From an optimization exercise on the open Yosys and OpenROAD flow, aimed at small area, a short achievable clock period and few clock cycles per item; shortcuts taken in it are not production practice. Function was checked by simulation only, so behaviour that the tests miss may differ from the original. Power and IR drop assume default switching activity.

[flow/design.v]
module matmult_result_serializer #(
  parameter int DATA_W = 64,
  parameter int N_ELEM = 25
) (
  input  logic                       clk,
  input  logic                       rst,
  input  logic                       in_valid,
  output logic                       in_accept,
  input  logic [N_ELEM*DATA_W-1:0]   in_c,
  output logic                       out_valid,
  input  logic                       out_ready,
  output logic [DATA_W-1:0]          out_data,
  output logic [4:0]                 out_index,
  output logic                       out_last,
  output logic [DATA_W-1:0]          out_sum,
  output logic                       out_sum_valid
);
  typedef enum logic [1:0] {
    IDLE = 2'b00,
    ACK  = 2'b01,
    SEND = 2'b10
  } state_t;
  localparam logic [4:0] LAST_IDX = 5'(N_ELEM - 1);
  state_t                   state_q, state_d;
  logic [4:0]               index_q, index_d;
  logic signed [DATA_W-1:0] buf_q [N_ELEM];
  logic                     capture;
  logic                     accept;
  logic                     send;
  always_ff @(posedge clk) begin
    if (rst) begin
      state_q <= IDLE;
      index_q <= '0;
    end else begin
      state_q <= state_d;
      index_q <= index_d;
    end
  end
  always_comb begin
    state_d = state_q;
    index_d = index_q;
    capture = 1'b0;
    accept  = 1'b0;
    send    = 1'b0;
    case (state_q)
      IDLE: begin
        if (in_valid) begin
          capture = 1'b1;
          state_d = ACK;
        end
      end
      ACK: begin
        accept  = 1'b1;
        state_d = SEND;
        index_d = '0;
      end
      SEND: begin
        send = 1'b1;
        if (out_ready) begin
          if (index_q == LAST_IDX) begin
            state_d = IDLE;
            index_d = '0;
          end else begin
            index_d = index_q + 5'd1;
          end
        end
      end
      default: begin
        state_d = IDLE;
        index_d = '0;
      end
    endcase
  end
  always_ff @(posedge clk) begin
    if (rst) begin
      for (int i = 0; i < N_ELEM; i++) buf_q[i] <= '0;
    end else if (capture) begin
      for (int i = 0; i < N_ELEM; i++) buf_q[i] <= in_c[i*DATA_W +: DATA_W];
    end
  end
  assign in_accept = accept;
  assign out_valid = send;
  assign out_data  = send ? buf_q[index_q] : '0;
  assign out_index = send ? index_q : 5'd0;
  assign out_last  = send && (index_q == LAST_IDX);
  logic                     xfer;
  logic signed [DATA_W-1:0] sum_q;
  logic                     sum_valid_q;
  assign xfer = (state_q == SEND) && out_ready;
  always_ff @(posedge clk) begin
    if (rst) begin
      sum_q       <= '0;
      sum_valid_q <= 1'b0;
    end else begin
      sum_valid_q <= xfer && (index_q == LAST_IDX);
      if (accept)    sum_q <= '0;
      else if (xfer) sum_q <= sum_q + buf_q[index_q];
    end
  end
  assign out_sum       = sum_q;
  assign out_sum_valid = sum_valid_q;
endmodule
[flow/run.sh]
#!/bin/bash
# synth_recipe.tcl (not shown) runs the flow's synth.tcl, then flattens the netlist and writes it again
# the make line also repeats each setting of config.mk as NAME=value (left out here)
make -C /OpenROAD-flow-scripts/flow DESIGN_CONFIG=/design/flow/config.mk WORK_HOME=/design/flow/orfs CLKGATE_MAP_FILE= SYNTH_SCRIPT=/design/flow/synth_recipe.tcl finish
[flow/config.mk]
export PLATFORM = sky130hd
export DESIGN_NAME = matmult_result_serializer
export DESIGN_NICKNAME = matmult_result_serializer
export VERILOG_FILES = /design/flow/design.v
export SDC_FILE = /design/flow/constraint.sdc
export NUM_CORES = 4
export LEC_CHECK = 0
export CAP_MARGIN = 20
export CORE_AREA = 10 10 630 630
export DIE_AREA = 0 0 640 640
export SLEW_MARGIN = 20
[flow/constraint.sdc]
create_clock -name core_clock -period 7.0 [get_ports {clk}]
set_input_delay 1.4000 -clock core_clock [delete_from_list [all_inputs] [get_ports {clk}]]
set_output_delay 1.4000 -clock core_clock [all_outputs]
set_load 0.01 [all_outputs]
==> results.cfg, run 1 <==
[yosys]
syn-cell-area_sq_um = 69300
synth_ff_type = dfxtp_1
async_flop_share_pct = 0
synth_compound_area_share_pct = 22.7
synthesis.nets = 10800
synth_cell_type_count = 77
yosys-top-cells-area = dfxtp_1, nand2_1, a21oi_1, a22oi_1, clkbuf_1
synth_cells = 9163
yosys_register_bits = 1672
synth-edff-count = 0
netlist.area_leader.share_pct = 48.3
synth_top_area_cell = dfxtp_1
syn_avg_cell_area_sq_um = 7.56
synth_fa_ha_area_share_pct = 1.26
synth_xor_area_share_pct = 0.670
ys_seq_area_share_pct = 48.3
synthSimpleGateAreaFrac_pct = 22.7
synth_top_family_by_area = compound AO/OA/AOI/OAI gates
synthMuxAreaShare_pct = 0.0434
yosys_warnings = 2

[setup_path]
start_kind = flop
ff2ff_path_depth = 23
r2r_start = index_q[0]
required_ps = 5600
endpoint = out_data[58]
critical_path.startpoint = index_q[0]
reg2reg_slack_ps = 220
endpoint_kind = primary output
crit_type = reg2out
r2r-end = sum_q[62]
crit_fanout = 24
critPathArrivalTime_ps = 5480

[route]
dr.pass1.iters = 9
routed_wl_mm = 552
drcViolationCount = 0
avgViaCountPerCell = 4.91
ant_nets = 0
drt_iter0_markers = 11300
routedWlPerCell_microns = 34.3
num_vias = 79000

[timing]
post-route-min-period_ps = 6880
max_freq_mhz = 145
tightest_slew_ps = 1390
setup_viol = 0
hold_ws_ps = 453
rsz0062_at_grt = false
skew_ps = 103
slew_viol_final = 0
setup_tns_ps = 0
hold_violations = 0
maxSlewHeadroom_pct = 7.08
fin_crit_sh_pct = 98.2

[clocking]
root_buffer = clkbuf_16
htreeDepth = 4
insertion_delay_ps = 940
cts.sinks = 1672
cts_tree = yes
numCtsBuffers = 209
clk_pin_slew_ps = 70
clk_path_buf_depth = 4

[worst_hold_path]
hp-class = reg2reg

[floorplan]
die_height_microns = 640
die_area_sq_um = 410000
fp.dieW_microns = 640
rows = 227
core_area_sq_um = 383000
start_util_pct = 18.1
io_pins = 1741

[global_routing]
grt_pass1_vias = 73300
grt_usage_pct = 25.3
antenna_found_initial = 334
grt_pass1_wl_mm = 708
grt_max_degree = 233
grt_overflow_total = 0

[finish]
drive_gt1_share_pct = 7.17
area_delta_synth_final_pct = 46.7
fin_nets = 12300
fin_cells = 16100

[power]
ir_worst_vdd_uv = 219
power_w = 0.0258
power_density_nw_per_um2 = 254
leakagePower_nw = 36.2

[place]
io_buffers = 1740
gp_congestion = 0.981
dp_hpwl_mm = 442
placed_cells = 15500

[flow_run]
maxCapViolCount = 0

[outcome]
outcome = no timing/DRC/antenna violations
-- synthesized netlist by cell type (4+ instances only) --
library cell / count
a21o_1: 26
a21oi_1: 1783
a21oi_2: 4
a221oi_1: 17
a222oi_1: 127
a22o_1: 17
a22oi_1: 544
a31oi_1: 11
and2_1: 73
and3_1: 8
buf_1: 30
buf_2: 7
clkbuf_1: 713
dfxtp_1: 1672
ha_1: 68
inv_1: 25
nand2_1: 3342
nand2b_1: 12
nand3_1: 90
nand4_1: 139
nor2_1: 130
nor2b_1: 10
nor3_1: 86
nor4_1: 6
o211ai_1: 8
o21a_1: 8
o21ai_0: 62
o21ai_1: 6
o21bai_1: 10
or2_2: 4
or3_1: 9
xnor2_1: 36
xor2_1: 17
-- where the power goes --
group | total [W] | leakage (nW) | switching, W | internal (W)
sequential | 0.0108 | 13.7 | 0.000648 | 0.0101
clock | 0.0119 | 3.63 | 0.00493 | 0.00695
combinational | 0.00316 | 18.8 | 0.00178 | 0.00138
-- metrics by stage --
step / utilization, % / area [sq um] / setup slack, ps
after floorplan: - / 69300 / 2070
after global routing: 26.5 / 101000 / 8.42
after CTS: 26.4 / 101000 / 15.3
after global placement: 24.4 / 93500 / -144
after detailed placement: 24.4 / 93500 / -111
final: 26.6 / 102000 / 125
-- placed cells by master, fill, tap and decap left out, types with 23 or more instances in the layout --
| master | synthesis | final |
|---|---|---|
| nand2_1 | 3342 | 3340 |
| a21oi_1 | 1783 | 1778 |
| clkdlybuf4s50_1 | 0 | 1738 |
| dfxtp_1 | 1672 | 1670 |
| a22oi_1 | 544 | 540 |
| buf_4 | 2 | 258 |
| diode_2 | 0 | 221 |
| clkbuf_16 | 0 | 211 |
| nand4_1 | 139 | 139 |
| a222oi_1 | 127 | 127 |
| nor2_1 | 130 | 116 |
| nand3_1 | 90 | 90 |
| and2_1 | 73 | 71 |
| ha_1 | 68 | 66 |
| o21ai_0 | 62 | 60 |
| buf_12 | 0 | 58 |
| nor3_1 | 86 | 53 |
| clkbuf_8 | 3 | 51 |
| clkinv_2 | 0 | 37 |
| xnor2_1 | 36 | 36 |
| nor3_2 | 1 | 30 |
| clkbuf_1 | 713 | 27 |
| a21o_1 | 26 | 26 |
| inv_1 | 25 | 25 |
| bufinv_16 | 0 | 23 |
-- worst max-delay path, stage by stage (launching register included) --
cell,delay (ps)
dfxtp_1,460
inv_1,110
ha_1,310
and3_4,310
buf_6,230
a222oi_1,650
nand4_1,360
nor3_1,890
a21oi_2,380
and2_1,260
clkdlybuf4s50_1,490
-- sequential cells by signal, indices dropped and copies added, names as in the netlist --
| register | cells |
|---|---|
| index_q | 5 |
| buf_q | 1600 |
| sum_valid_q | 1 |
| sum_q | 64 |
| state_q | 2 |
-- final cells by class --
class | instances | area, sq um
flip-flops and latches | 1672 | 33500
inverters | 26 | 97.6
well taps | 5038 | 6300
repair buffers | 2059 | 20600
clock inverters | 94 | 1280
diodes | 221 | 553
fillers | 41900 | 281000
multi-input cells | 6708 | 33200
clock buffers | 289 | 6080
-- per-layer routing --
layer  share of wire, %  vias to the layer above  global-route usage, %
met2                 43                     4485                   37.5
met1                 41                    38600                   32.2
met4                5.5                      144                   13.3
met3                 11                     1090                   8.77
li1                   -                    34700                      -
met5               0.18                        -                      0
-- how the worst min path moves through the flow --
stage / startpoint / endpoint / slack (ps) / cells past startpoint
2_1_floorplan: buf_q[19][24] / buf_q[19][24] / 440 / 2
3_3_place_gp: buf_q[7][46] / buf_q[7][46] / 440 / 2
3_5_place_dp: buf_q[18][0] / buf_q[18][0] / 450 / 2
4_1_cts: buf_q[18][0] / buf_q[18][0] / 450 / 2
5_1_grt: buf_q[8][20] / buf_q[8][20] / 470 / 2
6_report: buf_q[16][61] / buf_q[16][61] / 450 / 2
-- repair_timing --
action,CTS,global route
pin swaps,3,5
resized for setup,10,11
gates cloned,1,0
setup buffers,1,7
setup endpoints to repair,15,8
hold buffers,0,0
-- cell families after synthesis --
group | Yosys count
adder cells (fa/ha/maj) | 69
XOR/XNOR | 53
AO/OA/AOI/OAI | 2656
flip-flops | 1672
multiplexers | 3
buffers and inverters | 784
AND/OR/NAND/NOR | 3926
Testbench counts, summed over its fixed seeds: cycles 8,648, items 320.
==> run 2: changes to the inputs <==
==> flow/design.v (replaced) <==
module matmult_result_serializer #(
  parameter int DATA_W = 64,
  parameter int N_ELEM = 25
) (
  input  logic                       clk,
  input  logic                       rst,
  input  logic                       in_valid,
  output logic                       in_accept,
  input  logic [N_ELEM*DATA_W-1:0]   in_c,
  output logic                       out_valid,
  input  logic                       out_ready,
  output logic [DATA_W-1:0]          out_data,
  output logic [4:0]                 out_index,
  output logic                       out_last,
  output logic [DATA_W-1:0]          out_sum,
  output logic                       out_sum_valid
);
  localparam logic [4:0] LAST_IDX = 5'(N_ELEM - 1);
  logic              bfree_q;              
  logic [DATA_W-1:0] buf_q [N_ELEM];
  logic [N_ELEM-1:0] bsel_q;               
  logic [DATA_W-1:0] r_q;                  
  logic              rv_q;
  logic [4:0]        ridx_q;
  logic              rlast_q;
  logic              rfirst_q;
  logic [DATA_W-1:0] sum_q;
  logic              sum_valid_q;
  logic              take;                 
  logic              rfree;                
  logic              rload;
  logic              xfer;
  logic [DATA_W-1:0] next_elem;
  logic [4:0]        ridx_d;
  assign take  = bfree_q & in_valid;
  assign rfree = ~rv_q | out_ready;
  assign rload = rfree & (~bfree_q | in_valid);
  assign xfer  = rv_q & out_ready;
  always_comb begin
    next_elem = in_c[DATA_W-1:0] & {DATA_W{bfree_q}};
    for (int i = 0; i < N_ELEM; i++) next_elem |= buf_q[i] & {DATA_W{bsel_q[i]}};
  end
  assign ridx_d = (bfree_q || rlast_q) ? 5'd0 : ridx_q + 5'd1;
  always_ff @(posedge clk) begin
    if (bfree_q) begin
      for (int i = 0; i < N_ELEM; i++) buf_q[i] <= in_c[i*DATA_W +: DATA_W];
    end
  end
  always_ff @(posedge clk) begin
    if (rst) begin
      bfree_q <= 1'b1;
      bsel_q  <= '0;
      rv_q    <= 1'b0;
    end else begin
      if (rload) rv_q <= 1'b1;
      else if (xfer) rv_q <= 1'b0;
      if (bfree_q) begin
        if (in_valid) begin
          bfree_q <= 1'b0;
          bsel_q  <= rfree ? N_ELEM'(2) : N_ELEM'(1);
        end
      end else if (rfree) begin
        bsel_q  <= bsel_q << 1;
        if (bsel_q[N_ELEM-1]) bfree_q <= 1'b1;
      end
    end
  end
  always_ff @(posedge clk) begin
    if (rload) begin
      r_q      <= next_elem;
      ridx_q   <= ridx_d;
      rlast_q  <= (ridx_d == LAST_IDX);
      rfirst_q <= (ridx_d == 5'd0);
    end
  end
  always_ff @(posedge clk) begin
    if (rst) begin
      sum_valid_q <= 1'b0;
    end else begin
      sum_valid_q <= xfer & rlast_q;
    end
    if (xfer) sum_q <= (sum_q & {DATA_W{~rfirst_q}}) + r_q;
  end
  assign in_accept     = bfree_q;
  assign out_valid     = rv_q;
  assign out_data      = r_q;
  assign out_index     = ridx_q;
  assign out_last      = rlast_q;
  assign out_sum       = sum_q;
  assign out_sum_valid = sum_valid_q;
endmodule
--- a/flow/config.mk
+++ b/flow/config.mk
@@ -9,3 +9,4 @@
 export CORE_AREA = 10 10 630 630
 export DIE_AREA = 0 0 640 640
+export SETUP_SLACK_MARGIN = 4.0
 export SLEW_MARGIN = 20
==> run 2 against run 1 <==
Setup slack better by 3200 ps. Global-route usage down 2.6 points. Power up 8.7%. Via count down 35%. Clock skew down 35 ps. Cell count down 31%. Sequential power up about 20%. Non-clock buffer count up 22. Core utilization down 0.051 points. Highest routed layer unchanged. Count of clock-buffer cells in the layout down 58. Wire length down 11%. Largest cell class unchanged.
==> results.cfg, run 2 <==
[outcome]
outcome = no timing/DRC/antenna violations

[finish]
largest_reg_flops = 1600
final_common_cell = edfxtp_1
fin_nets = 7475
fin_area_sq_um = 101000
area_delta_synth_final_pct = 53.3
reg_top3 = buf_q (1600), r_q (64), sum_q (64)
fin_cells = 11200
post-route-util_pct = 26.5
regMostFlops = buf_q
drive_gt1_share_pct = 17.8
final_cell_mix = edfxtp_1, clkdlybuf4s50_1, a22oi_1

[yosys]
yosys_register_bits = 1763
synth-edff-count = 1735
syn-cell-area_sq_um = 66100
synthesis.nets = 5414
ys_top_cells_by_count = edfxtp_1, a22oi_1, a221oi_1, a22o_1, clkbuf_1
syn_avg_cell_area_sq_um = 17.7
yosys-top-cells-area = edfxtp_1, a22oi_1, a221oi_1, a22o_1, nand4_1
synth_ff_type = edfxtp_1
yosys_warnings = 2
synth_cell_type_count = 64
yosysMostFrequentCell = edfxtp_1
synth_top_area_cell = edfxtp_1
netlist.area_leader.share_pct = 78.8
ys_seq_area_share_pct = 79.6
async_flop_share_pct = 0
synth_cells = 3745

[floorplan]
core_area_sq_um = 383000
die_height_microns = 640
fp.dieW_microns = 640
start_util_pct = 17.3
rows = 227
io_pins = 1741
die_area_sq_um = 410000

[route]
routed_wl_mm = 491
ant_nets = 0
num_vias = 51500
avgViaCountPerCell = 4.62
drcViolationCount = 0
dr.pass1.iters = 5
drt_iter0_markers = 7501
routedWlPerCell_microns = 44.1

[global_routing]
grt_overflow_total = 0
grt_pass1_vias = 49700
grt_usage_pct = 22.7
grt_pass1_wl_mm = 597
antenna_found_initial = 337
grt_max_degree = 87

[setup_path]
critPathArrivalTime_ps = 4300
required_ps = 7640
endpoint_kind = flop
reg2reg_slack_ps = 3340
crit_fanout = 5
start_kind = flop
crit_type = reg2reg

[timing]
hold_violations = 0
slew_viol_final = 0
maxSlewHeadroom_pct = 27.7
setup_tns_ps = 0
max_freq_mhz = 273
setup_viol = 0
setup_ws_ps = 3340
tightest_slew_ps = 1080
fin_crit_sh_pct = 52.3
skew_ps = 68.4
rsz0062_at_grt = true
post-route-min-period_ps = 3660

[clocking]
root_buffer = clkbuf_16
cts.sinks = 1763
cts_hold_buffers = 0
insertion_delay_ps = 930
clk_pin_slew_ps = 60
cts_tree = yes
htreeDepth = 4
numCtsBuffers = 209
clk_path_buf_depth = 4

[place]
placed_cells = 10400
pre_cts_ws_ps = 2370
io_buffers = 1740
gp_congestion = 0.950
post_dp_cell_area_sq_um = 90300
dp_hpwl_mm = 391

[power]
leakagePower_nw = 34.6
ir_worst_vdd_uv = 216
power_density_nw_per_um2 = 277

[worst_hold_path]
hp-class = reg2reg

[flow_run]
maxCapViolCount = 0
==> run 2: cell types whose count changed in the layout (fill, tap and decap cells not counted), sizes merged, moves of 136 or more <==
cell,change
a221oi,+174
clkdlybuf4s50,-136
dfxtp,-1644
a21oi,-1707
edfxtp,+1735
a22o,+176
nand2,-3302
buf,+145
==> run 2: repair_timing <==
| item | CTS | global route |
|---|---|---|
| setup buffers | 140 | 48 |
| setup endpoints to repair | 460 | 135 |
| resized for setup | 992 | 168 |
| cloned | 9 | 3 |
| pin swaps | 76 | 65 |
==> run 2: worst paths after layout <==
check,start,end,depth (start not counted)
setup / recovery,rfirst_q,sum_q[52],18
hold / removal,buf_q[12][24],r_q[24],2
hold reg to reg,buf_q[12][24],r_q[24],2
setup reg to reg,rfirst_q,sum_q[52],18
==> run 2: cell families after synthesis <==
logic type,Yosys count,synth area share (%)
buffers and inverters,248,1.43
AO/OA/AOI/OAI,1090,12.8
AND/OR/NAND/NOR,516,4.11
XOR/XNOR,63,0.834
flip-flops,1763,79.6
adder cells (fa/ha/maj),65,1.24
==> run 2: cell type report <==
class                           count  area [sq um]
Sequential cell                  1763         52800
Multi-Input combinational cell   1734         14100
Clock inverter                    153          1700
Antenna cell                      134           335
Timing Repair Buffer             2081         20700
Clock buffer                      231          5380
Tap cell                         5038          6300
Fill cell                       38700        281000
Inverter                           17          63.8
==> run 2: where the power goes <==
group / leakage [nW] / switching [W] / internal, W / total (W)
clock network: 3.40 / 0.00495 / 0.00657 / 0.0115
logic: 13.6 / 0.00188 / 0.00168 / 0.00357
registers: 17.6 / 0.000417 / 0.0126 / 0.0130
total: 34.6 / 0.00725 / 0.0208 / 0.0281
==> run 2: per-layer routing <==
metal  up-vias  global-route usage, %  wire length, microns
met5         -                      0                   998
met4       148                   8.12                 21000
met3       902                   8.80                 56900
met2      3990                   36.5                225000
met1     26400                   27.8                187000
li1      20100                      -                     -
==> run 2: worst max-delay path, cell delays in order, from the launching register on <==
cell and delay [ps]:
edfxtp_1 420, buf_6 150, buf_12 130, nor2b_4 110
ha_4 150, inv_2 40, fa_2 370, nor2b_2 150
o31a_1 220, o31ai_4 100, a21oi_4 180, o211ai_1 260
a2111oi_4 380, buf_6 170, o21ai_4 70, o21ai_4 230
buf_4 150, buf_6 80, xor2_1 50
==> run 2: through the flow <==
step	hold slack [ps]	total power [W]
after floorplan	520	0.0142
after global placement	548	0.0162
after detailed placement	553	0.0162
after CTS	563	0.0281
after global routing	582	0.0289
final	561	0.0281
Testbench counts of run 2, summed over its fixed seeds: cycles 8,016, items 320.
==> run 3: changes to the inputs <==
--- a/flow/config.mk
+++ b/flow/config.mk
@@ -9,4 +9,3 @@
 export CORE_AREA = 10 10 630 630
 export DIE_AREA = 0 0 640 640
-export SETUP_SLACK_MARGIN = 4.0
 export SLEW_MARGIN = 20
==> run 3 against run 2 <==
Wire length down 2.2%. Still clean. First-iteration DRC count down 2.5%. Critical endpoint is now sum_q[60]. Critical path type unchanged. Clock power about the same.
==> results.cfg, run 3 <==
[yosys]
yosys_register_bits = 1763
syn-cell-area_sq_um = 66100
syn_avg_cell_area_sq_um = 17.7
synth_ff_type = edfxtp_1
ys_seq_area_share_pct = 79.6
yosysMostFrequentCell = edfxtp_1
synth_top_area_cell = edfxtp_1
synth-edff-count = 1735
yosys-top-cells-area = edfxtp_1, a22oi_1, a221oi_1, a22o_1, nand4_1
synth_cells = 3745
async_flop_share_pct = 0
synthesis.nets = 5414
synth_cell_type_count = 64
yosys_warnings = 2
ys_top_cells_by_count = edfxtp_1, a22oi_1, a221oi_1, a22o_1, clkbuf_1
netlist.area_leader.share_pct = 78.8

[timing]
hold_ws_ps = 559
tightest_slew_ps = 1240
fin_crit_sh_pct = 65.5
maxSlewHeadroom_pct = 17.5
slew_viol_final = 0
hold_violations = 0
rsz0062_at_grt = false
max_freq_mhz = 218
setup_viol = 0
post-route-min-period_ps = 4590
skew_ps = 70.2
setup_tns_ps = 0

[setup_path]
start_kind = flop
crit_type = reg2reg
slowest_delay_ps = 640
reg2reg_slack_ps = 2410
required_ps = 7630
path_delay_family = compound AO/OA/AOI/OAI gates
critPathBufInv = 2
endpoint_kind = flop
cp_slowest_cell = a2111oi_2
worstPathCellList = buf_4, nor2b_1, ha_1, inv_1, fa_1, nor2b_1, o31a_1, o31ai_1, a21oi_1, o211ai_1, a2111oi_2, o21ai_1, o21ai_1, a31oi_1, xnor2_1
critPathArrivalTime_ps = 5220
crit_fanout = 42

[finish]
area_delta_synth_final_pct = 47.8
regMostFlops = buf_q
largest_reg_flops = 1600
final_common_cell = clkdlybuf4s50_1
post-route-util_pct = 25.6
drive_gt1_share_pct = 8.98
final_cell_mix = clkdlybuf4s50_1, edfxtp_1, a22oi_1
reg_top3 = buf_q (1600), r_q (64), sum_q (64)
fin_nets = 7276

[floorplan]
fp.dieW_microns = 640
start_util_pct = 17.3
core_area_sq_um = 383000
io_pins = 1741
die_height_microns = 640
die_area_sq_um = 410000
rows = 227

[route]
avgViaCountPerCell = 4.58
ant_nets = 0
routedWlPerCell_microns = 43.9
routed_wl_mm = 480
dr.pass1.iters = 8
num_vias = 50200
drcViolationCount = 0
drt_iter0_markers = 7312

[global_routing]
grt_max_degree = 172
grt_overflow_total = 0
grt_usage_pct = 22.3
grt.busiest_layer = met2
met1_usage_pct = 27.3
grt_pass1_wl_mm = 586
antenna_found_initial = 346
use_met2_pct = 36.1
grt_pass1_vias = 48700
use_met3_pct = 8.62

[clocking]
numCtsBuffers = 209
insertion_delay_ps = 930
htreeDepth = 4
cts_setup_buffers = 0
cts.sinks = 1763
cts_hold_buffers = 0
root_buffer = clkbuf_16
clk_path_buf_depth = 4
clk_pin_slew_ps = 60
cts_tree = yes
cts_resized = 0

[power]
leakagePower_nw = 32.8
power_switching_w = 0.00703
power_density_nw_per_um2 = 282
switching_share_pct = 25.5
pwr-share-comb_pct = 10.7
pwr-share-seq_pct = 47.4
ir_worst_vdd_uv = 215
p_clk_share_pct = 41.9
p_int_w = 0.0205

[flow_run]
maxCapViolCount = 0

[place]
io_buffers = 1740
dp_hpwl_mm = 391
gp_congestion = 0.950

[worst_hold_path]
hp-class = reg2reg

[outcome]
outcome = no timing/DRC/antenna violations
[run 3: layer usage]
metal | wire length (microns) | vias up | share of wire, %
met2 | 224000 | 3734 | 47
met3 | 56100 | 825 | 12
met5 | 936 | - | 0.19
met1 | 183000 | 25900 | 38
met4 | 16200 | 140 | 3.4
li1 | - | 19600 | -
[run 3: logic make-up after synthesis]
logic type	count (synthesis)	share of synthesized area [%]
compound gates	1090	12.8
flops	1763	79.6
fa+ha+maj	65	1.24
xor+xnor	63	0.834
buf+inv	248	1.43
simple gates	516	4.11
[run 3: path summary, 6_finish.rpt]
kind	startpoint	endpoint	cells after the start
worst min-delay path	buf_q[12][24]	r_q[24]	2
worst max-delay path	rfirst_q	sum_q[60]	15
worst max register to register	rfirst_q	sum_q[60]	15
worst min register to register	buf_q[12][24]	r_q[24]	2
[run 3: worst reg2reg max path, stage by stage (launching register included)]
cell and delay (ps):
edfxtp_1 400, buf_4 320, nor2b_1 210, ha_1 230, inv_1 80, fa_1 440
nor2b_1 170, o31a_1 260, o31ai_1 160, a21oi_1 350, o211ai_1 270, a2111oi_2 650
o21ai_1 190, o21ai_1 330, a31oi_1 170, xnor2_1 150
[run 3: final cells by class]
class | instances | area, sq um
clock buffer | 231 | 5380
tap | 5038 | 6300
sequential | 1763 | 52800
antenna | 129 | 323
multi-input combinational | 1734 | 12600
clock inverter | 153 | 1700
timing repair buffer | 1882 | 18600
inverter | 17 | 63.8
fill | 39000 | 285000
[run 3: through the flow]
stage,power [W],instances,instance area (sq um),setup slack [ps]
after global routing,0.0283,10900,97600,2140
final,0.0275,10900,97700,2410
after floorplan,0.0142,3745,66200,-5590
after detailed placement,0.0162,10400,90300,2370
after global placement,0.0162,10400,90300,2210
after CTS,0.0278,10800,97400,2350
[run 3: power by group through the flow]
stage	clock network, W	registers (W)	logic (W)
floorplan	0	0.0134	0.000797
global placement	0	0.0133	0.00294
detailed placement	0	0.0133	0.00293
CTS	0.0117	0.0131	0.00295
global route	0.0121	0.0131	0.00311
finish	0.0115	0.0131	0.00295
==> run 4: changes to the inputs <==
==> flow/flow/run.sh (new file) <==
#!/bin/bash
# Standard ORFS layout (the standard.sh), with the port buffers made from
# sky130_fd_sc_hd__buf_1 instead of the delay-buffer cell buffer_ports picks by default.
set -euo pipefail
export BUFFER_PORTS_ARGS="-buffer_cell sky130_fd_sc_hd__buf_1"
bash standard.sh > standard_make.log 2>&1
==> flow/standard.sh (new file) <==
#!/bin/bash
# synth_recipe.tcl (not shown) runs the flow's synth.tcl, then flattens the netlist and writes it again
# the make line also repeats each setting of config.mk as NAME=value (left out here)
make -C /OpenROAD-flow-scripts/flow DESIGN_CONFIG=/design/flow/config.mk WORK_HOME=/design/flow/orfs CLKGATE_MAP_FILE= SYNTH_SCRIPT=/design/flow/synth_recipe.tcl "${@:-finish}"
--- a/flow/config.mk
+++ b/flow/config.mk
@@ -9,3 +9,4 @@
 export CORE_AREA = 10 10 630 630
 export DIE_AREA = 0 0 640 640
+export SETUP_SLACK_MARGIN = 4.0
 export SLEW_MARGIN = 20
removed: flow/run.sh
==> run 4 against run 3 <==
Clock skew is 34 ps higher. Core utilization down 1.7 points. Global-route usage about the same. Wire length grew 0.36%. Setup slack improved by 810 ps. Combinational power decreased by 2%. Power is 2.2% lower. Via count increased by 1.9%. Cell area shrank 6.6%. Count of clock-buffer cells in the layout is 20 higher. Die area unchanged. Critical path type unchanged. Critical endpoint is now sum_q[58]. Largest cell class unchanged.
==> results.cfg, run 4 <==
[outcome]
outcome = no timing/DRC/antenna violations

[flow_run]
maxCapViolCount = 0

[yosys]
synth_top_family_by_area = compound AO/OA/AOI/OAI gates
synth-edff-count = 1735
yosys_register_bits = 1763
synthesis.nets = 5414
netlist.area_leader.share_pct = 78.8
yosys_warnings = 2
ys_seq_area_share_pct = 79.6
async_flop_share_pct = 0
synthMuxAreaShare_pct = 0
yosysMostFrequentCell = edfxtp_1
syn-cell-area_sq_um = 66100
synth_cells = 3745
synth_fa_ha_area_share_pct = 1.24
synth_cell_type_count = 64
synth_ff_type = edfxtp_1
ys_top_cells_by_count = edfxtp_1, a22oi_1, a221oi_1, a22o_1, clkbuf_1
synth_top_area_cell = edfxtp_1
synthSimpleGateAreaFrac_pct = 4.11
synth_compound_area_share_pct = 12.8
syn_avg_cell_area_sq_um = 17.7
synth_xor_area_share_pct = 0.834
yosys-top-cells-area = edfxtp_1, a22oi_1, a221oi_1, a22o_1, nand4_1

[setup_path]
worstPathCellList = buf_12, buf_12, nor2b_2, ha_4, a21oi_4, o22ai_2, o41ai_4, nor3_2, a2111oi_4, a2111oi_4, buf_6, buf_6, o211ai_1, nand3_1, a21oi_2, xnor2_1
r2r-end = sum_q[58]
slowest_delay_ps = 470
cp_slowest_cell = o41ai_4
start_kind = flop
ff2ff_path_depth = 16
path_delay_family = compound AO/OA/AOI/OAI gates
critical_path.startpoint = rfirst_q
cp.depth = 16
required_ps = 7620
crit_type = reg2reg
r2r_start = rfirst_q
crit_fanout = 13
reg2reg_slack_ps = 3220
critPathBufInv = 4
endpoint_kind = flop
critPathArrivalTime_ps = 4390

[global_routing]
grt_usage_pct = 22.3
grt_pass1_wl_mm = 580
grt_pass1_vias = 48500
antenna_found_initial = 398
grt_overflow_total = 0
grt_max_degree = 131

[timing]
max_freq_mhz = 265
rsz0062_at_grt = true
post-route-min-period_ps = 3780
slew_viol_final = 0
hold_ws_ps = 583
tightest_slew_ps = 1010
maxSlewHeadroom_pct = 32.6
fin_crit_sh_pct = 53.9
setup_tns_ps = 0
setup_viol = 0
hold_violations = 0
skew_ps = 105

[clocking]
numCtsBuffers = 208
root_buffer = clkbuf_16
clk_pin_slew_ps = 60
cts.sinks = 1763
clk_path_buf_depth = 4
cts_tree = yes
cts_hold_buffers = 0
insertion_delay_ps = 950
htreeDepth = 4

[route]
avgViaCountPerCell = 4.58
routedWlPerCell_microns = 43.2
dr.pass1.iters = 6
num_vias = 51100
ant_nets = 0
routed_wl_mm = 482
drcViolationCount = 0
drt_iter0_markers = 8164

[finish]
reg_top3 = buf_q (1600), r_q (64), sum_q (64)
fin_area_sq_um = 91300
largest_reg_flops = 1600
regArea_sq_um = 52800
num-fill-cells = 40000
multiInputGateArea_sq_um = 14100
regMostFlops = buf_q
final_common_cell = edfxtp_1
fin_nets = 7482
final_cell_mix = edfxtp_1, buf_1, a22oi_1
drive_gt1_share_pct = 16.9
area_delta_synth_final_pct = 38.1
post-route-util_pct = 23.9

[power]
ir_worst_vdd_uv = 237
power_switching_w = 0.00713
power_density_nw_per_um2 = 295
pwr-share-comb_pct = 10.7
p_int_w = 0.0198
leakagePower_nw = 30.1
switching_share_pct = 26.5
p_clk_share_pct = 41.1
pwr-share-seq_pct = 48.2

[place]
dp_hpwl_mm = 383
io_buffers = 1740
gp_congestion = 0.932
post_dp_cell_area_sq_um = 79400

[floorplan]
die_area_sq_um = 410000
start_util_pct = 17.3
fp.dieW_microns = 640
core_area_sq_um = 383000
die_height_microns = 640
io_pins = 1741
rows = 227

[worst_hold_path]
hold_path_depth = 2
min_from = buf_q[22][58]
worstHoldEndpoint = r_q[58]
hp-class = reg2reg
run 4: worst min-delay path: stages, from the launching register on:
cell and delay [ps]:
edfxtp_1 330, a221oi_1 70, nand4_1 80
run 4: final cells by class:
class / count / area share (%)
repair buffers: 2089 / 12.1
clock inverters: 122 / 1.42
well taps: 5038 / 6.90
diodes: 143 / 0.392
inverters: 17 / 0.0699
multi-input cells: 1734 / 15.5
flip-flops and latches: 1763 / 57.8
clock buffers: 251 / 5.90
run 4: routing by layer:
metal	vias up	GRT usage, %	share of wire (%)
met5	-	0	0.24
met4	170	7.87	4.4
met3	1044	9.87	13
met2	4121	35.3	45
met1	25700	26.8	37
li1	20100	-	-
run 4: per-stage QoR:
step | worst slack [ps] | std cells | power (W)
floorplan | -5590 | 3745 | 0.0142
detailed placement | 1800 | 10400 | 0.0155
global route | 3120 | 11100 | 0.0277
global placement | 1670 | 10400 | 0.0155
finish | 3220 | 11200 | 0.0269
CTS | 3170 | 11000 | 0.0269
run 4: worst max-delay path by stage:
| stage | endpoint |
|---|---|
| 2_1_floorplan | bsel_q[1] |
| 3_3_place_gp | sum_q[56] |
| 3_5_place_dp | sum_q[60] |
| 4_1_cts | sum_q[56] |
| 5_1_grt | sum_q[58] |
| 6_report | sum_q[58] |
run 4: kinds of logic (layout without fill, tap and decap cells):
kind of cell,after synthesis,in the layout
other cells,0,143
flops,1763,1763
buf+inv,248,2479
simple gates,516,516
compound gates,1090,1090
fa+ha+maj,65,65
xor+xnor,63,63
run 4: timing repair:
action                     CTS  global route
pin swaps                  108            93
gates cloned                15             3
setup endpoints to repair  502           113
resized for setup          535           122
buffers inserted           151            45
run 4: power by group through the flow:
stage	logic, W	registers [W]	clock network, W
detailed placement	0.00224	0.0132	0
floorplan	0.000797	0.0134	0
finish	0.00288	0.0130	0.0111
global placement	0.00224	0.0132	0
CTS	0.00273	0.0130	0.0113
global route	0.00303	0.0130	0.0116
==> run 5: changes to the inputs <==
--- a/flow/design.v
+++ b/flow/design.v
@@ -80,5 +80,5 @@
       sum_valid_q <= xfer & rlast_q;
     end
-    if (xfer) sum_q <= (sum_q & {DATA_W{~rfirst_q}}) + r_q;
+    if (xfer) sum_q <= rfirst_q ? r_q : sum_q + r_q;
   end
   assign in_accept     = bfree_q;
--- a/flow/config.mk
+++ b/flow/config.mk
@@ -7,6 +7,6 @@
 export LEC_CHECK = 0
 export CAP_MARGIN = 20
-export CORE_AREA = 10 10 630 630
-export DIE_AREA = 0 0 640 640
+export CORE_AREA = 5 5 475 475
+export DIE_AREA = 0 0 480 480
 export SETUP_SLACK_MARGIN = 4.0
 export SLEW_MARGIN = 20
==> run 5 against run 4 <==
Area after synthesis is 0.47% higher. The run now fails in I/O pin placement (3_2_place_iop). Synthesized cell count is 2.4% higher.
==> results.cfg, run 5 <==
[outcome]
outcome = stopped before the end
first-error = [ERROR PPL-0024] Number of IO pins (1741) exceeds maximum number of available positions (1738). Increase the die perimeter from 1920.00um to 2367.76um.
lastStage = I/O pin placement (3_2_place_iop)

[yosys]
yosys-top-cells-area = edfxtp_1, a22oi_1, a221oi_1, a22o_1, nand4_1
synth_top_family_by_area = compound AO/OA/AOI/OAI gates
yosysMostFrequentCell = edfxtp_1
ys_top_cells_by_count = edfxtp_1, a22oi_1, a221oi_1
ys_seq_area_share_pct = 79.2
synth_cell_type_count = 76
synthSimpleGateAreaFrac_pct = 4.15
syn-cell-area_sq_um = 66500
syn_avg_cell_area_sq_um = 17.3
yosys_warnings = 2
yosys_register_bits = 1763
synth_fa_ha_area_share_pct = 1.24
synth_xor_area_share_pct = 0.699
synth-edff-count = 1735
synth_ff_type = edfxtp_1
async_flop_share_pct = 0
synth_compound_area_share_pct = 13.2
synthesis.nets = 5505
netlist.area_leader.share_pct = 78.4
synthMuxAreaShare_pct = 0.0659
synth_cells = 3836
synth_top_area_cell = edfxtp_1

[floorplan]
rows = 172
start_util_pct = 30.2
die_height_microns = 480
fp.dieW_microns = 480
run 5: cells by family after synthesis:
group / count (synthesis)
AOI/OAI and AO/OA: 1143
xor gates and xnor gates: 53
adders and majority gates: 65
buffers and inverters: 249
DFF: 1763
muxes: 4
and+or+nand+nor: 559
Testbench counts of run 5, summed over its fixed seeds: cycles 8,016, items 320.
==> run 6: changes to the inputs <==
==> flow/flow/run.sh (replaced) <==
#!/bin/bash
# Standard ORFS layout (the standard.sh), with the port buffers made from
# sky130_fd_sc_hd__buf_1 instead of the delay-buffer cell buffer_ports picks by default,
# and IO pins allowed one routing track apart so a smaller die holds all 1741 of them.
set -euo pipefail
export BUFFER_PORTS_ARGS="-buffer_cell sky130_fd_sc_hd__buf_1"
export PLACE_PINS_ARGS="-min_distance 1 -min_distance_in_tracks"
bash standard.sh > standard_make.log 2>&1
--- a/flow/config.mk
+++ b/flow/config.mk
@@ -7,6 +7,8 @@
 export LEC_CHECK = 0
 export CAP_MARGIN = 20
-export CORE_AREA = 5 5 475 475
-export DIE_AREA = 0 0 480 480
+export CORE_AREA = 5 5 435 435
+export CTS_BUF_LIST = sky130_fd_sc_hd__clkbuf_8
+export CTS_CLUSTER_SIZE = 24
+export DIE_AREA = 0 0 440 440
 export SETUP_SLACK_MARGIN = 4.0
 export SLEW_MARGIN = 20
==> run 6 against run 5 <==
Now clean on timing, DRC and antenna. Synthesized cell count unchanged. Area after synthesis unchanged.
==> results.cfg, run 6 <==
[yosys]
syn-cell-area_sq_um = 66500
synth_compound_area_share_pct = 13.2
synth_cells = 3836
synthesis.nets = 5505
ys_seq_area_share_pct = 79.2
synth_cell_type_count = 76
synthMuxAreaShare_pct = 0.0659
synth_xor_area_share_pct = 0.699
synthSimpleGateAreaFrac_pct = 4.15
synth_top_area_cell = edfxtp_1
synth_ff_type = edfxtp_1
async_flop_share_pct = 0
yosys_warnings = 2
yosys-top-cells-area = edfxtp_1, a22oi_1, a221oi_1, a22o_1, nand4_1
ys_top_cells_by_count = edfxtp_1, a22oi_1, a221oi_1
yosysMostFrequentCell = edfxtp_1
synth_fa_ha_area_share_pct = 1.24
yosys_register_bits = 1763
syn_avg_cell_area_sq_um = 17.3
netlist.area_leader.share_pct = 78.4
synth_top_family_by_area = compound AO/OA/AOI/OAI gates
synth-edff-count = 1735

[place]
pre_cts_ws_ps = 3200
dp_hpwl_mm = 243
gp_congestion = 1.00
placed_cells = 7887
io_buffers = 1740

[setup_path]
slowest_delay_ps = 470
crit_fanout = 3
start_kind = flop
cp_slowest_cell = edfxtp_1
path_delay_family = flip-flops
crit_type = reg2out
critPathArrivalTime_ps = 1800
worstPathCellList = buf_6, buf_8
required_ps = 5600
endpoint_kind = primary output
critical_path.startpoint = r_q[8]
r2r_start = r_q[0]
critPathBufInv = 2

[route]
num_vias = 51800
routedWlPerCell_microns = 37.4
drt_iter0_markers = 7259
routed_wl_mm = 332
ant_nets = 0
dr.pass1.iters = 8
drcViolationCount = 0
avgViaCountPerCell = 5.83

[clocking]
cts_tree = yes
clk_pin_slew_ps = 70
clk_path_buf_depth = 4
insertion_delay_ps = 1080
numCtsBuffers = 315
root_buffer = clkbuf_8
cts.sinks = 1763
htreeDepth = 5

[global_routing]
antenna_found_initial = 389
grt_pass1_wl_mm = 420
grt_max_degree = 187
grt_overflow_total = 0
grt_usage_pct = 32.5
grt_pass1_vias = 49100

[timing]
post-route-min-period_ps = 3200
setup_viol = 0
slew_viol_final = 0
skew_ps = 99.9
hold_ws_ps = 489
max_freq_mhz = 312
rsz0062_at_grt = true
fin_crit_sh_pct = 45.8
tightest_slew_ps = 1290
maxSlewHeadroom_pct = 14.1
hold_violations = 0
setup_ws_ps = 3800

[outcome]
outcome = no timing/DRC/antenna violations

[floorplan]
io_pins = 1741
start_util_pct = 36.2
die_area_sq_um = 194000
core_area_sq_um = 183000
die_height_microns = 440
rows = 157
fp.dieW_microns = 440

[worst_hold_path]
hp-class = in2reg
min_from = in_c[290]

[finish]
final_common_cell = edfxtp_1
multiInputGateArea_sq_um = 13500
largest_reg_flops = 1600
regMostFlops = buf_q
fin_nets = 7540
final_cell_mix = edfxtp_1, buf_1, a22oi_1
regArea_sq_um = 52800
area_delta_synth_final_pct = 27.6
num-fill-cells = 16700
fin_cells = 8885
drive_gt1_share_pct = 14.0
reg_top3 = buf_q (1600), r_q (64), sum_q (64)

[power]
ir_worst_vdd_uv = 177
leakagePower_nw = 28.8
power_density_nw_per_um2 = 285

[flow_run]
maxCapViolCount = 0
run 6: cell counts after synthesis:
Identical to the previous run, type by type.
run 6: repair_timing:
| action | 4_1_cts | 5_1_grt |
|---|---|---|
| gates resized for setup | 367 | 140 |
| setup endpoints to repair | 199 | 183 |
| hold buffers | 0 | 0 |
| pin swaps | 30 | 51 |
| setup buffers | 96 | 35 |
| cloned | 0 | 0 |
run 6: per-stage QoR:
stage / setup TNS (ps) / util [%] / total power (W) / area [sq um]
floorplan: -8492630 / - / 0.0142 / 66500
global placement: 0 / 41.4 / 0.0151 / 75900
detailed placement: 0 / 41.4 / 0.0151 / 76000
CTS: 0 / 45.4 / 0.0240 / 83200
global route: 0 / 46.1 / 0.0249 / 84500
finish: 0 / 46.2 / 0.0241 / 84800
run 6: worst paths after layout:
path,slack (ps),cells after the start,to
setup / recovery,3800,2,out_data[8]
hold / removal,490,1,buf_q[4][34]
hold reg to reg,570,2,rv_q
setup reg to reg,3800,13,sum_q[62]
run 6: final cells by class:
cell class              count  share of cell area, %
well taps                2464                   3.64
multi-input cells        1824                   16.0
flip-flops and latches   1763                   62.2
diodes                    344                   1.02
clock buffers             318                   5.16
clock inverters           205                   1.16
inverters                  20                 0.0885
repair buffers           1947                   10.8
run 6: worst reg2reg max path, cell delays in order, from the launching register on:
cell and delay, ps:
edfxtp_1 360, ha_2 190, inv_2 40, fa_2 360, nor2b_4 130, o31a_1 150, o31a_1 250, a21oi_4 120
o211ai_4 220, a311o_1 290, nand4_4 170, o211ai_4 290, mux2i_1 130, a32o_1 230
run 6: cell families after synthesis:
family | Yosys count
DFF | 1763
buffers and inverters | 249
xor gates and xnor gates | 53
AOI/OAI and AO/OA | 1143
and+or+nand+nor | 559
adders and majority gates | 65
muxes | 4
run 6: metal layers:
| metal | vias up | global-route usage, % | share of wire, % | wire [microns] |
|---|---|---|---|---|
| li1 | 20500 | - | - | - |
| met1 | 25600 | 36.1 | 33 | 110000 |
| met2 | 4187 | 48.3 | 44 | 147000 |
| met3 | 1360 | 13.4 | 12 | 41100 |
| met4 | 146 | 27.9 | 10 | 33200 |
| met5 | - | 1.03 | 0.33 | 1100 |
run 6: power breakdown:
part	total [W]	internal, W	switching, W
clock network	0.00876	0.00438	0.00438
registers	0.0129	0.0125	0.000319
logic	0.00251	0.000946	0.00156
total	0.0241	0.0179	0.00626
==> run 7: changes to the inputs <==
--- a/flow/config.mk
+++ b/flow/config.mk
@@ -8,6 +8,6 @@
 export CAP_MARGIN = 20
 export CORE_AREA = 5 5 435 435
-export CTS_BUF_LIST = sky130_fd_sc_hd__clkbuf_8
-export CTS_CLUSTER_SIZE = 24
+export CTS_CLUSTER_DIAMETER = 60
+export CTS_CLUSTER_SIZE = 30
 export DIE_AREA = 0 0 440 440
 export SETUP_SLACK_MARGIN = 4.0
==> run 7 against run 6 <==
Still clean on timing, DRC and antenna. Cell count is 3.4% lower. Sequential power about the same. Sequential share of layout area grew 0.88 points. Die area is the same. Clock power rose by 2.6%. First-iteration DRC count up 2.1%. Critical endpoint is now sum_q[62]. Largest power group unchanged.
==> results.cfg, run 7 <==
[outcome]
outcome = no timing/DRC/antenna violations

[setup_path]
crit_fanout = 3
endpoint = sum_q[62]
r2r_start = r_q[0]
r2r-end = sum_q[62]
critPathArrivalTime_ps = 3760
start_kind = flop
reg2reg_slack_ps = 3800
endpoint_kind = flop
crit_type = reg2reg
required_ps = 7560
ff2ff_path_depth = 13
critical_path.startpoint = r_q[0]

[clocking]
cts_tree = yes
clk_path_buf_depth = 3
cts.sinks = 1763
numCtsBuffers = 141
htreeDepth = 4
insertion_delay_ps = 840
root_buffer = clkbuf_16
cts_hold_buffers = 0
clk_pin_slew_ps = 90

[yosys]
async_flop_share_pct = 0
synthesis.nets = 5505
synth_top_area_cell = edfxtp_1
synth-edff-count = 1735
synth_cells = 3836
yosysMostFrequentCell = edfxtp_1
syn-cell-area_sq_um = 66500
netlist.area_leader.share_pct = 78.4
ys_seq_area_share_pct = 79.2
ys_top_cells_by_count = edfxtp_1, a22oi_1, a221oi_1
yosys_warnings = 2
synth_ff_type = edfxtp_1
synth_cell_type_count = 76
yosys-top-cells-area = edfxtp_1, a22oi_1, a221oi_1, a22o_1, nand4_1
yosys_register_bits = 1763
syn_avg_cell_area_sq_um = 17.3

[timing]
maxSlewHeadroom_pct = 17.4
rsz0062_at_grt = true
tightest_slew_ps = 1230
skew_ps = 73.9
setup_tns_ps = 0
post-route-min-period_ps = 3200
hold_ws_ps = 571
fin_crit_sh_pct = 45.7
hold_violations = 0
max_freq_mhz = 313
setup_viol = 0
slew_viol_final = 0

[finish]
largest_reg_flops = 1600
final_common_cell = edfxtp_1
reg_top3 = buf_q (1600), r_q (64), sum_q (64)
area_delta_synth_final_pct = 25.8
drive_gt1_share_pct = 10.4
fin_nets = 7307
final_cell_mix = edfxtp_1, buf_1, a22oi_1
regMostFlops = buf_q
fin_area_sq_um = 83600

[power]
leakagePower_nw = 27.4
ir_worst_vdd_uv = 200
power_density_nw_per_um2 = 289
power_w = 0.0242

[route]
routed_wl_mm = 325
avgViaCountPerCell = 5.85
dr.pass1.iters = 8
drt_iter0_markers = 7412
routedWlPerCell_microns = 37.9
ant_nets = 0
drcViolationCount = 0
num_vias = 50200

[global_routing]
antenna_found_initial = 398
grt_max_degree = 187
grt_pass1_wl_mm = 412
grt_usage_pct = 32.0
grt_overflow_total = 0
grt_pass1_vias = 47000

[place]
post_dp_cell_area_sq_um = 76000
io_buffers = 1740
gp_congestion = 1.00
dp_hpwl_mm = 243

[flow_run]
maxCapViolCount = 0

[floorplan]
start_util_pct = 36.2
fp.dieW_microns = 440
io_pins = 1741
die_height_microns = 440
die_area_sq_um = 194000
rows = 157
core_area_sq_um = 183000

[worst_hold_path]
hp-class = reg2reg
min_from = rv_q
==> run 7: cell count changes in the layout (fill, tap and decap cells not counted), sizes merged <==
cell      previous run  this run
buf               1929      1881
bufinv               5         8
clkbuf             336       157
clkinv              85        50
clkinvlp             9         6
diode              344       363
inv                126        70
==> run 7: how the worst min path moves through the flow <==
stage / to / slack (ps) / cells after the start
2_1_floorplan: r_q[0] / 520 / 2
3_3_place_gp: rv_q / 540 / 2
3_5_place_dp: rv_q / 560 / 2
4_1_cts: rv_q / 570 / 2
5_1_grt: rv_q / 600 / 2
6_report: rv_q / 570 / 2
==> run 7: cells by family (layout without fill, tap and decap cells) <==
| kind of cell | after synthesis | in the layout | synth area share [%] |
|---|---|---|---|
| AOI/OAI and AO/OA | 1143 | 1143 | 13.2 |
| xor gates and xnor gates | 53 | 53 | 0.699 |
| adders and majority gates | 65 | 65 | 1.24 |
| buffers and inverters | 249 | 2172 | 1.44 |
| DFF | 1763 | 1763 | 79.2 |
| muxes | 4 | 4 | 0.0659 |
| other | 0 | 363 | 0 |
| and+or+nand+nor | 559 | 559 | 4.15 |
==> run 7: layer usage <==
layer / share of wire [%] / GRT usage (%) / vias to the layer above
met5: 0.26 / 0.454 / -
met4: 10 / 28.4 / 126
met3: 12 / 12.9 / 1232
met2: 44 / 47.1 / 3960
met1: 33 / 35.8 / 24800
li1: - / - / 20100
==> run 7: power by group <==
group          leakage [nW]  internal (W)  switching (W)
Sequential             17.6        0.0125       0.000318
Combinational          7.26      0.000836        0.00153
Clock                  2.52       0.00445        0.00454
==> run 7: final cells by class <==
cell class	instances	area, sq um
inverters	20	75.1
fillers	16600	99900
well taps	2464	3080
clock buffers	150	3670
repair buffers	1888	7930
flip-flops and latches	1763	52800
multi-input cells	1824	13600
diodes	363	908
clock inverters	114	1570
==> run 7: stage by stage <==
stage                     setup WS [ps]  utilization [%]  cells
after floorplan                   -5590                -   3836
after global placement             3230             41.4   7886
after detailed placement           3200             41.4   7887
after CTS                          3660             44.8   8200
after global routing               3690             45.4   8484
final                              3800             45.6   8586
==> run 7: worst max-delay path, cell delays in order (launching register included) <==
cell and delay [ps]:
edfxtp_1 370, ha_2 190, inv_2 40, fa_2 380
nor2b_4 130, o31a_1 140, o31a_1 250, a21oi_4 120
o211ai_4 240, a311o_1 290, nand4_4 170, o211ai_4 290
mux2i_1 110, a32o_1 220
==> run 7: repair_timing <==
item | 4_1_cts | 5_1_grt
pin swaps | 24 | 41
gates resized for setup | 125 | 98
setup buffers | 49 | 23
endpoints found under the setup margin | 91 | 48
==> run 8: changes to the inputs <==
--- a/flow/config.mk
+++ b/flow/config.mk
@@ -8,7 +8,5 @@
 export CAP_MARGIN = 20
 export CORE_AREA = 5 5 435 435
-export CTS_CLUSTER_DIAMETER = 60
-export CTS_CLUSTER_SIZE = 30
 export DIE_AREA = 0 0 440 440
-export SETUP_SLACK_MARGIN = 4.0
+export SETUP_SLACK_MARGIN = 3.8
 export SLEW_MARGIN = 20
==> run 8 against run 7 <==
Still clean on timing, DRC and antenna. Synthesized cell count is the same. First-iteration DRC count shrank 0.98%. Global-route usage grew 0.30 points. Die area is the same. Combinational power shrank 6%. Non-clock buffer count shrank 41. Largest cell class unchanged. Highest routed layer unchanged.
==> results.cfg, run 8 <==
[place]
placed_cells = 7887
gp_congestion = 1.00
post_dp_cell_area_sq_um = 76000
dp_hpwl_mm = 243
pre_cts_ws_ps = 3200
io_buffers = 1740

[yosys]
synth_ff_type = edfxtp_1
synth_cell_type_count = 76
syn_avg_cell_area_sq_um = 17.3
synth_cells = 3836
synthesis.nets = 5505
yosysMostFrequentCell = edfxtp_1
ys_seq_area_share_pct = 79.2
yosys_register_bits = 1763
synth-edff-count = 1735
ys_top_cells_by_count = edfxtp_1, a22oi_1, a221oi_1
yosys_warnings = 2
netlist.area_leader.share_pct = 78.4
synth_top_area_cell = edfxtp_1
async_flop_share_pct = 0
yosys-top-cells-area = edfxtp_1, a22oi_1, a221oi_1, a22o_1, nand4_1
syn-cell-area_sq_um = 66500

[global_routing]
grt_overflow_total = 0
grt_pass1_wl_mm = 416
grt_usage_pct = 32.3
grt_pass1_vias = 47500
antenna_found_initial = 388
grt_max_degree = 187

[finish]
area_delta_synth_final_pct = 25.9
reg_top3 = buf_q (1600), r_q (64), sum_q (64)
largest_reg_flops = 1600
num-fill-cells = 16600
final_common_cell = buf_1
drive_gt1_share_pct = 8.49
regMostFlops = buf_q
fin_area_sq_um = 83700
multiInputGateArea_sq_um = 13300
fin_cells = 8618
regArea_sq_um = 52800
final_cell_mix = buf_1, edfxtp_1, a22oi_1
fin_nets = 7312

[floorplan]
die_height_microns = 440
core_area_sq_um = 183000
fp.dieW_microns = 440
rows = 157
die_area_sq_um = 194000
start_util_pct = 36.2
io_pins = 1741

[setup_path]
slowest_delay_ps = 720
critical_path.startpoint = bsel_q[6]
endpoint_kind = flop
reg2reg_slack_ps = 3710
endpoint = r_q[40]
required_ps = 7310
r2r-end = r_q[40]
r2r_start = bsel_q[6]
ff2ff_path_depth = 5
worstPathCellList = buf_4, a22oi_1, nand4_1, nor2_2, nand4_1
crit_type = reg2reg
cp_common_cell = nand4_1
start_kind = flop
cp_slowest_cell = nand4_1
crit_fanout = 43
critPathArrivalTime_ps = 3600

[timing]
max_freq_mhz = 304
skew_ps = 65.9
post-route-min-period_ps = 3290
setup_viol = 0
rsz0062_at_grt = true
setup_ws_ps = 3710
maxSlewHeadroom_pct = 16.7
tightest_slew_ps = 1250
hold_ws_ps = 573
hold_violations = 0
slew_viol_final = 0
fin_crit_sh_pct = 47.0

[route]
routedWlPerCell_microns = 38.1
num_vias = 50300
dr.pass1.iters = 8
avgViaCountPerCell = 5.84
routed_wl_mm = 329
drcViolationCount = 0
drt_iter0_markers = 7339
ant_nets = 0

[worst_hold_path]
hp-class = reg2reg
hold_path_depth = 2

[clocking]
insertion_delay_ps = 870
numCtsBuffers = 187
clk_path_buf_depth = 3
root_buffer = clkbuf_16
htreeDepth = 4
clk_pin_slew_ps = 60
cts_tree = yes
cts.sinks = 1763

[power]
power_w = 0.0253
power_density_nw_per_um2 = 302
ir_worst_vdd_uv = 241
leakagePower_nw = 27.5

[flow_run]
maxCapViolCount = 0

[outcome]
outcome = no timing/DRC/antenna violations
-- run 8: cell counts after synthesis --
No cell type changed its count.
-- run 8: layer usage --
layer | track usage (%) | routed length, microns | vias up
met5 | 0.832 | 842 | -
met4 | 27.5 | 32700 | 128
met3 | 13.1 | 39500 | 1223
met2 | 48.0 | 146000 | 3985
met1 | 36.2 | 110000 | 24900
li1 | - | - | 20100
-- run 8: area by class of cell --
type                    instances  area share [%]
well taps                    2464            3.68
clock buffers                 227            5.80
flip-flops and latches       1763            63.0
diodes                        350            1.05
multi-input cells            1824            15.9
inverters                      20          0.0897
clock inverters               123            1.58
repair buffers               1847            8.89
-- run 8: cell families (layout without fill, tap and decap cells) --
logic type	after synthesis	count (layout)	share of synthesized area (%)
AOI/OAI and AO/OA	1143	1143	13.2
xor gates and xnor gates	53	53	0.699
adders and majority gates	65	65	1.24
buffers and inverters	249	2217	1.44
other	0	350	0
and+or+nand+nor	559	559	4.15
DFF	1763	1763	79.2
muxes	4	4	0.0659
-- run 8: worst min path at each step --
stage / from / end / slack, ps
after floorplan: buf_q[22][0] / r_q[0] / 520
after global placement: rv_q / rv_q / 540
after detailed placement: rv_q / rv_q / 560
after CTS: rv_q / rv_q / 570
after global routing: rv_q / rv_q / 600
final: rv_q / rv_q / 570
-- run 8: through the flow --
stage,setup TNS [ps],utilization [%]
2_1_floorplan,-8492630,-
3_3_place_gp,0,41.4
3_5_place_dp,0,41.4
4_1_cts,0,44.9
5_1_grt,0,45.5
6_report,0,45.6
-- run 8: timing repair --
action                     in CTS  in global routing
resized for setup              34                 57
cloned                          0                  0
setup endpoints to repair      28                 31
pin swaps                      12                 24
buffers inserted               16                 14
hold buffers                    0                  0
-- run 8: power breakdown --
part / internal [W] / switching [W] / total (W)
Combinational: 0.000742 / 0.00147 / 0.00222
Clock: 0.00572 / 0.00444 / 0.0102
Sequential: 0.0125 / 0.000342 / 0.0129
Total: 0.0190 / 0.00626 / 0.0253
-- run 8: critical path: cells and delay by family, from the launching register on --
family	cells	cell delay (ps)
AOI/OAI and AO/OA	1	320
DFF	1	510
and+or+nand+nor	3	1360
buffers and inverters	1	450
==> run 9: changes to the inputs <==
--- a/flow/config.mk
+++ b/flow/config.mk
@@ -9,4 +9,4 @@
 export CORE_AREA = 5 5 435 435
 export DIE_AREA = 0 0 440 440
-export SETUP_SLACK_MARGIN = 3.8
+export SETUP_SLACK_MARGIN = 4.5
 export SLEW_MARGIN = 20
==> run 9 against run 8 <==
Core utilization increased by 2.4 points. Setup slack improved by 82 ps. Count of clock-buffer cells in the layout unchanged. Clock skew increased by 4.4 ps. Critical path type unchanged. Largest power group unchanged. Clock power about the same. Fmax increased by 2.6%.
==> results.cfg, run 9 <==
[floorplan]
core_area_sq_um = 183000
start_util_pct = 36.2
fp.dieW_microns = 440
die_area_sq_um = 194000
io_pins = 1741
die_height_microns = 440
rows = 157

[finish]
reg_top3 = buf_q (1600), r_q (64), sum_q (64)
fin_cells = 8819
final_cell_mix = edfxtp_1, buf_1, a22oi_1
fin_nets = 7502
regArea_sq_um = 52800
final_common_cell = edfxtp_1
area_delta_synth_final_pct = 32.4
multiInputGateArea_sq_um = 14200
largest_reg_flops = 1600
num-fill-cells = 16100
drive_gt1_share_pct = 15.5
regMostFlops = buf_q

[timing]
fin_crit_sh_pct = 45.8
rsz0062_at_grt = true
tightest_slew_ps = 1130
max_freq_mhz = 312
slew_viol_final = 0
setup_tns_ps = 0
skew_ps = 70.4
post-route-min-period_ps = 3210
maxSlewHeadroom_pct = 24.3
hold_violations = 0
setup_viol = 0

[yosys]
synth_cell_type_count = 76
synth-edff-count = 1735
async_flop_share_pct = 0
syn_avg_cell_area_sq_um = 17.3
yosys_register_bits = 1763
synth_ff_type = edfxtp_1
ys_seq_area_share_pct = 79.2
synth_cells = 3836
synthesis.nets = 5505
yosys-top-cells-area = edfxtp_1, a22oi_1, a221oi_1, a22o_1, nand4_1
netlist.area_leader.share_pct = 78.4
syn-cell-area_sq_um = 66500
ys_top_cells_by_count = edfxtp_1, a22oi_1, a221oi_1
yosys_warnings = 2
yosysMostFrequentCell = edfxtp_1
synth_top_area_cell = edfxtp_1

[clocking]
cts.sinks = 1763
cts_tree = yes
clk_path_buf_depth = 3
clk_pin_slew_ps = 60
numCtsBuffers = 187
htreeDepth = 4
root_buffer = clkbuf_16
insertion_delay_ps = 870

[power]
p_int_w = 0.0193
p_clk_share_pct = 39.5
pwr-share-comb_pct = 10.6
switching_share_pct = 25.0
leakagePower_nw = 29.6
pwr-share-seq_pct = 49.9
power_switching_w = 0.00643
ir_worst_vdd_uv = 240
power_density_nw_per_um2 = 293
power_w = 0.0258

[worst_hold_path]
worstHoldEndpoint = rv_q
hp-class = reg2reg
min_from = rv_q
hold_path_depth = 2

[route]
avgViaCountPerCell = 5.89
ant_nets = 0
dr.pass1.iters = 8
routed_wl_mm = 341
routedWlPerCell_microns = 38.7
drcViolationCount = 0
drt_iter0_markers = 7948
num_vias = 51900

[setup_path]
start_kind = flop
r2r_start = r_q[0]
r2r-end = sum_q[62]
reg2reg_slack_ps = 3790
critPathArrivalTime_ps = 3780
ff2ff_path_depth = 13
required_ps = 7580
endpoint_kind = flop
crit_type = reg2reg
crit_fanout = 3

[global_routing]
grt_pass1_vias = 48600
antenna_found_initial = 395
grt_max_degree = 187
grt_usage_pct = 33.5
grt_overflow_total = 0
grt_pass1_wl_mm = 429

[place]
gp_congestion = 1.00
dp_hpwl_mm = 243
io_buffers = 1740
placed_cells = 7887

[outcome]
outcome = no timing/DRC/antenna violations

[flow_run]
maxCapViolCount = 0
-- run 9: changes by cell type in the layout (fill, tap and decap cells not counted), sizes merged --
cell / previous run / this run
buf: 1846 / 2002
clkbuf: 228 / 249
bufbuf: 0 / 12
nor2: 147 / 148
diode: 350 / 361
-- run 9: worst max path at each step --
stage          startpoint         to  slack [ps]  depth (start not counted)
2_1_floorplan     bfree_q  bsel_q[1]       -5590                          4
3_3_place_gp     in_c[40]    r_q[40]        3230                          5
3_5_place_dp     in_c[40]    r_q[40]        3200                          5
4_1_cts          sum_q[0]  sum_q[62]        3710                         13
5_1_grt            r_q[0]  sum_q[62]        3670                         13
6_report           r_q[0]  sum_q[62]        3790                         13
-- run 9: what timing repair did --
action,CTS,global route
pin swaps,86,71
hold buffers,0,0
setup buffers,128,74
resized for setup,528,198
gates cloned,12,7
endpoints found under the setup margin,827,286
-- run 9: kinds of logic after synthesis --
group | synth area share (%)
buffers and inverters | 1.44
DFF | 79.2
adders and majority gates | 1.24
and+or+nand+nor | 4.15
muxes | 0.0659
AOI/OAI and AO/OA | 13.2
xor gates and xnor gates | 0.699
-- run 9: critical path, cell delays in order (launching register included) --
cell	delay, ps
edfxtp_1	370
ha_2	190
inv_2	40
fa_2	380
nor2b_4	130
o31a_1	150
o31a_1	250
a21oi_4	110
o211ai_4	220
a311o_1	320
nand4_4	170
o211ai_4	280
mux2i_1	120
a32o_1	220
-- run 9: area by class of cell --
type                            count  share of cell area [%]
Multi-Input combinational cell   1825                    16.1
Tap cell                         2464                    3.50
Inverter                           20                  0.0853
Antenna cell                      361                    1.03
Timing Repair Buffer             2036                    12.3
Clock buffer                      227                    5.51
Sequential cell                  1763                    59.9
Clock inverter                    123                    1.50
-- run 9: power by group through the flow --
| stage | sequential (W) | clock, W | combinational, W |
|---|---|---|---|
| final | 0.0129 | 0.0102 | 0.00273 |
| after global routing | 0.0129 | 0.0107 | 0.00287 |
| after CTS | 0.0129 | 0.0102 | 0.00245 |
| after detailed placement | 0.0131 | 0 | 0.00205 |
| after global placement | 0.0131 | 0 | 0.00204 |
| after floorplan | 0.0134 | 0 | 0.000831 |
-- run 9: per-stage QoR --
step           util (%)  worst slack (ps)  cell area, sq um  hold WS (ps)
2_1_floorplan         -             -5590             66500           520
3_3_place_gp       41.4              3230             75900           542
3_5_place_dp       41.4              3200             76000           560
4_1_cts            46.6              3710             85600           561
5_1_grt            47.8              3670             87700           590
6_report           48.0              3790             88000           570
-- run 9: per-layer routing --
layer  up-vias  wire [microns]  track usage, %
li1      20500               -               -
met1     25700          112000            37.6
met2      4276          151000            49.6
met3      1329           42900            13.6
met4       128           34100            28.3
met5         -             830            1.36

-- re-timing with driven ports --
The results above use ideal ports. As a check the final layouts listed here were re-extracted and re-timed, cells and wires unchanged.
Step 1 (the two cells are an assumption about what drives the block):
set clk [get_ports {clk}]
set_driving_cell -lib_cell sky130_fd_sc_hd__clkbuf_16 $clk
set_driving_cell -lib_cell sky130_fd_sc_hd__buf_2 [delete_from_list [all_inputs] $clk]
Step 2 moves the port delays by t, midway between the first and last clock arrival at a register: inputs arrive t later, outputs are due t later. That takes back most of the time a late clock gives input paths.
a / b / c = ideal / step 1 / step 2; a / b = the first two.
| run | t, ns | slack for setup (ns) | worst setup path at the end | clock arrival spread, ns |
|---|---|---|---|---|
| run 1 | 0.993 | 0.125 / 0.023 / 0.215 | register to register | 0.103 / 0.104 |
| run 2 | 0.987 | 3.341 / 3.341 / 2.934 | input to register | 0.075 / 0.075 |
| run 3 | 0.982 | 2.414 / 2.414 / 2.414 | register to register | 0.079 / 0.079 |
| run 4 | 0.995 | 3.225 / 3.225 / 3.225 | register to register | 0.110 / 0.110 |
| run 6 | 1.096 | 3.795 / 3.719 / 3.522 | input to register | 0.113 / 0.112 |
| run 7 | 0.885 | 3.800 / 3.800 / 3.454 | input to register | 0.077 / 0.077 |
| run 8 | 0.919 | 3.713 / 3.675 / 3.376 | input to register | 0.073 / 0.073 |
| run 9 | 0.923 | 3.795 / 3.795 / 3.603 | input to register | 0.079 / 0.079 |
After both steps every run listed still meets setup and hold. The setup slack of run 2, which loses most, moves by 0.000 ns with the drivers and by -0.407 ns with both steps.
